Context: an optimization exercise on an open-source flow, tuned for small area, a short achievable clock period and few clock cycles per item. The choices shown serve that exercise and are no tape-out recipe.
The RTL was checked by simulation tests, not by an equivalence proof against the original design.
Power is estimated from default activity; no workload was simulated.

==> job 1919 <==
// cnn_top
module cnn_top
(
    input  logic        clk,
    input  logic        reset,
    input  logic        load_req,
    input  logic [15:0] load_cmd,        
    output logic        load_ack,
    input  logic        run_req,
    output logic        run_ack,
    output logic [81:0] result           
);
clock: 10.0 ns
lec_check: 0
cap_margin: 20
core_margin: 2
core_utilization: 50
cts_cluster_diameter: 60
cts_cluster_size: 24
slew_margin: 20
standard.sh (not shown) runs the stock make flow with config.mk's settings and CLKGATE_MAP_FILE= SYNTH_SCRIPT=/design/flow/synth_recipe.tcl, a recipe that flattens the netlist after the stock synthesis.
==> flow/flow/run.sh <==
#!/bin/bash
# The standard layout, with timing repair aiming at 6.8 ns of setup slack
# against the design's 10 ns clock (a 3.2 ns critical path) instead of 0.
set -euo pipefail
bash standard.sh SETUP_SLACK_MARGIN=6.8 finish > standard_flow.log 2>&1
==> job 1148 (differences from job 1919) <==
--- a/flow/design.v
+++ b/flow/design.v
@@ -3775,17 +3775,17 @@
     logic [2:0] w_col;
     logic [3:0] w_k;             
     logic [1:0] w_cls;           
     logic [7:0] w_data;
     logic [2:0] w_islot;         
     logic [1:0] w_wslot;         
     always_ff @(posedge clk)
     begin
-        if (take)
+        if (!load_ack)
         begin
             w_isi  <= load_cmd[15:14] == 2'd0;
             w_isf  <= load_cmd[15:14] == 2'd1 && load_cmd[13:8] < 6'(3*3);
             w_isw  <= load_cmd[15:14] == 2'd2 && load_cmd[13:8] < 6'(36);
             w_row  <= load_cmd[13:11];
             w_col  <= load_cmd[10:8];
             w_data <= load_cmd[7:0];
             w_k    <= load_cmd[11:8];
==> flow/flow/run.sh (replaced) <==
#!/bin/bash
# The standard layout, with timing repair aiming at 6.8 ns of setup slack
# against the design's 10 ns clock (a 3.2 ns critical path) instead of 0,
# plain buffers (buf_4) on the ports, and resizing not held to the same
# cell footprint.
set -euo pipefail
bash standard.sh SETUP_SLACK_MARGIN=6.8 MATCH_CELL_FOOTPRINT=0 \
    "BUFFER_PORTS_ARGS=-buffer_cell sky130_fd_sc_hd__buf_4" finish > standard_flow.log 2>&1
==> comparison table <==
quantity	job 1148	job 1919
Number of cells traversed by the worst register-to-register path	12	13
Total Nets Final	5744	5714
Synthesized-area fraction occupied by and/or/nand/nor cells	9.04%	8.58%
Met3 routed wirelength	15.8 mm	15.6 mm
Fraction of area in multi-input gates	40.2%	40.1%
Result of the run	finished clean	finished clean
Met1 Resource Use GR	37.6%	37.4%
Gate power share	30.8%	29.7%
Delay of the slowest critical-path stage	0.44 ns	0.52 ns
Syn_nets	5637	5605
Worst Path Buf+Inv	1	3
Via count of the first global-routing pass	36600	37100
Clock group share of total power	26.0%	25.7%
Starting density of the core	50.3%	50.5%
Testbench counts of job 1919, summed over its fixed seeds: cycles 12,128, items 64.
Testbench counts of job 1148, summed over its fixed seeds: cycles 12,128, items 64.

========
==> run A <==
cnn_top, a different RTL version from the one above (not shown whole).
Settings: LEC_CHECK=0, CAP_MARGIN=20, CORE_MARGIN=2, CORE_UTILIZATION=40, CTS_CLUSTER_DIAMETER=60, CTS_CLUSTER_SIZE=24, SLEW_MARGIN=20; clock period 10.0 ns.
==> flow/flow/run.sh <==
#!/bin/bash
# The standard layout, with timing repair aiming at 6.5 ns of setup slack
# against the design's 10 ns clock (a 3.5 ns critical path) instead of 0.
set -euo pipefail
bash standard.sh SETUP_SLACK_MARGIN=6.5 finish > standard_flow.log 2>&1
==> inputs of run G, as changes to run A <==
--- a/flow/config.mk
+++ b/flow/config.mk
@@ -9,5 +9,3 @@
 export CORE_MARGIN = 2
 export CORE_UTILIZATION = 40
-export CTS_CLUSTER_DIAMETER = 60
-export CTS_CLUSTER_SIZE = 24
 export SLEW_MARGIN = 20
==> summary of the runs <==
- Run A passed the timing, DRC and antenna checks. Run G produced a clean layout.
- Between run G and run A, the lower cell area is in run A (gap 2.2%, measured against run A).
- Of run A and run G, run A has the higher clock skew (gap 0.030 ns).
- Synthesized cell count is the same in run G and run A.
- Between run A and run G, the lower first-iteration DRC count is in run A (gap about 3.7%, measured against run G).
- Between run G and run A, the lower clock-buffer cell count is in run A (gap 87).
- Power: run A is smaller than run G (6.7%).
- Die area is the same in run G and run A.
- Sequential power is about the same in run G and run A.
- Of run A and run G, run G has the higher non-clock buffer count (gap 4).
- Against run G, the hold slack of run A is higher by 0.012 ns.
==> figures <==
quantity                                                               run A      run G
Result of the run                                   timing/DRC/antenna clean  timing/DRC/antenna clean
Clock transition at the registers of the reported paths              0.08 ns    0.07 ns
H-tree depth                                                               3          4
Number of clock buffer instances in the layout                           109        196
Smallest hold slack                                                 0.323 ns   0.311 ns
Overall fraction of global-route tracks in use                         21.3%      21.6%
Fraction of the cycle the final worst path needs                       34.6%      34.6%
First-pass GRT wire length                                         247000 um  249000 um
Post-CTS setup buffer count                                                2          1
Startpoint of the lowest-slack hold path                            img[232]   img[172]
Net Switching                                                        6.19 mW    6.27 mW
Number of antenna violations at the first check in global routing         12         10
Normalized max-slew margin                                             29.5%      28.9%
R2R Setup Slk                                                        6.54 ns    6.54 ns
Post-route minimum period                                            3.46 ns    3.46 ns
Number of buffers created by CTS                                          96        144
Post-cts gate resize count                                               190        222
Wire length the detailed router placed on met1                      73900 um   74200 um
Setup ws final                                                       6.54 ns    6.54 ns
Met2 wire length                                                    72000 um   73200 um
Worst endpoint required time                                        10.63 ns   10.67 ns
Testbench counts of run A, summed over its fixed seeds: cycles 12,128, items 64.
Testbench counts of run G, summed over its fixed seeds: cycles 12,128, items 64.

## static timing again, ports no longer ideal
How much do the figures lean on ideal ports? The routed layouts below were timed once more, with nothing changed but the port constraints.
Step 1, drivers: a clkbuf_16 drives clk and a buf_2 each remaining input, both assumed.
Step 2 also shifts input and output timing later by t, the mid clock arrival at the registers, as if the neighbouring blocks saw the same clock.
a / b / c = no drivers / after step 1 / after step 2; a / b = the first two.
run | t, ns | setup WS [ns] | hold slack, ns | worst register clock-pin slew, ns
job 1919 | 0.777 | 6.712 / 6.655 / 6.161 | 0.321 / 0.321 / 0.321 | 0.09 / 0.09
job 1148 | 0.807 | 6.678 / 6.602 / 6.647 | 0.312 / 0.312 / 0.312 | 0.09 / 0.09
run A | 0.797 | 6.543 / 6.491 / 6.017 | 0.323 / 0.323 / 0.323 | 0.10 / 0.10
run G | 0.861 | 6.542 / 6.492 / 5.985 | 0.311 / 0.311 / 0.311 | 0.07 / 0.07
After both steps every run listed still meets setup and hold. For run G, which loses most, drivers alone change the setup slack by -0.050 ns; drivers and shift together by -0.557 ns.
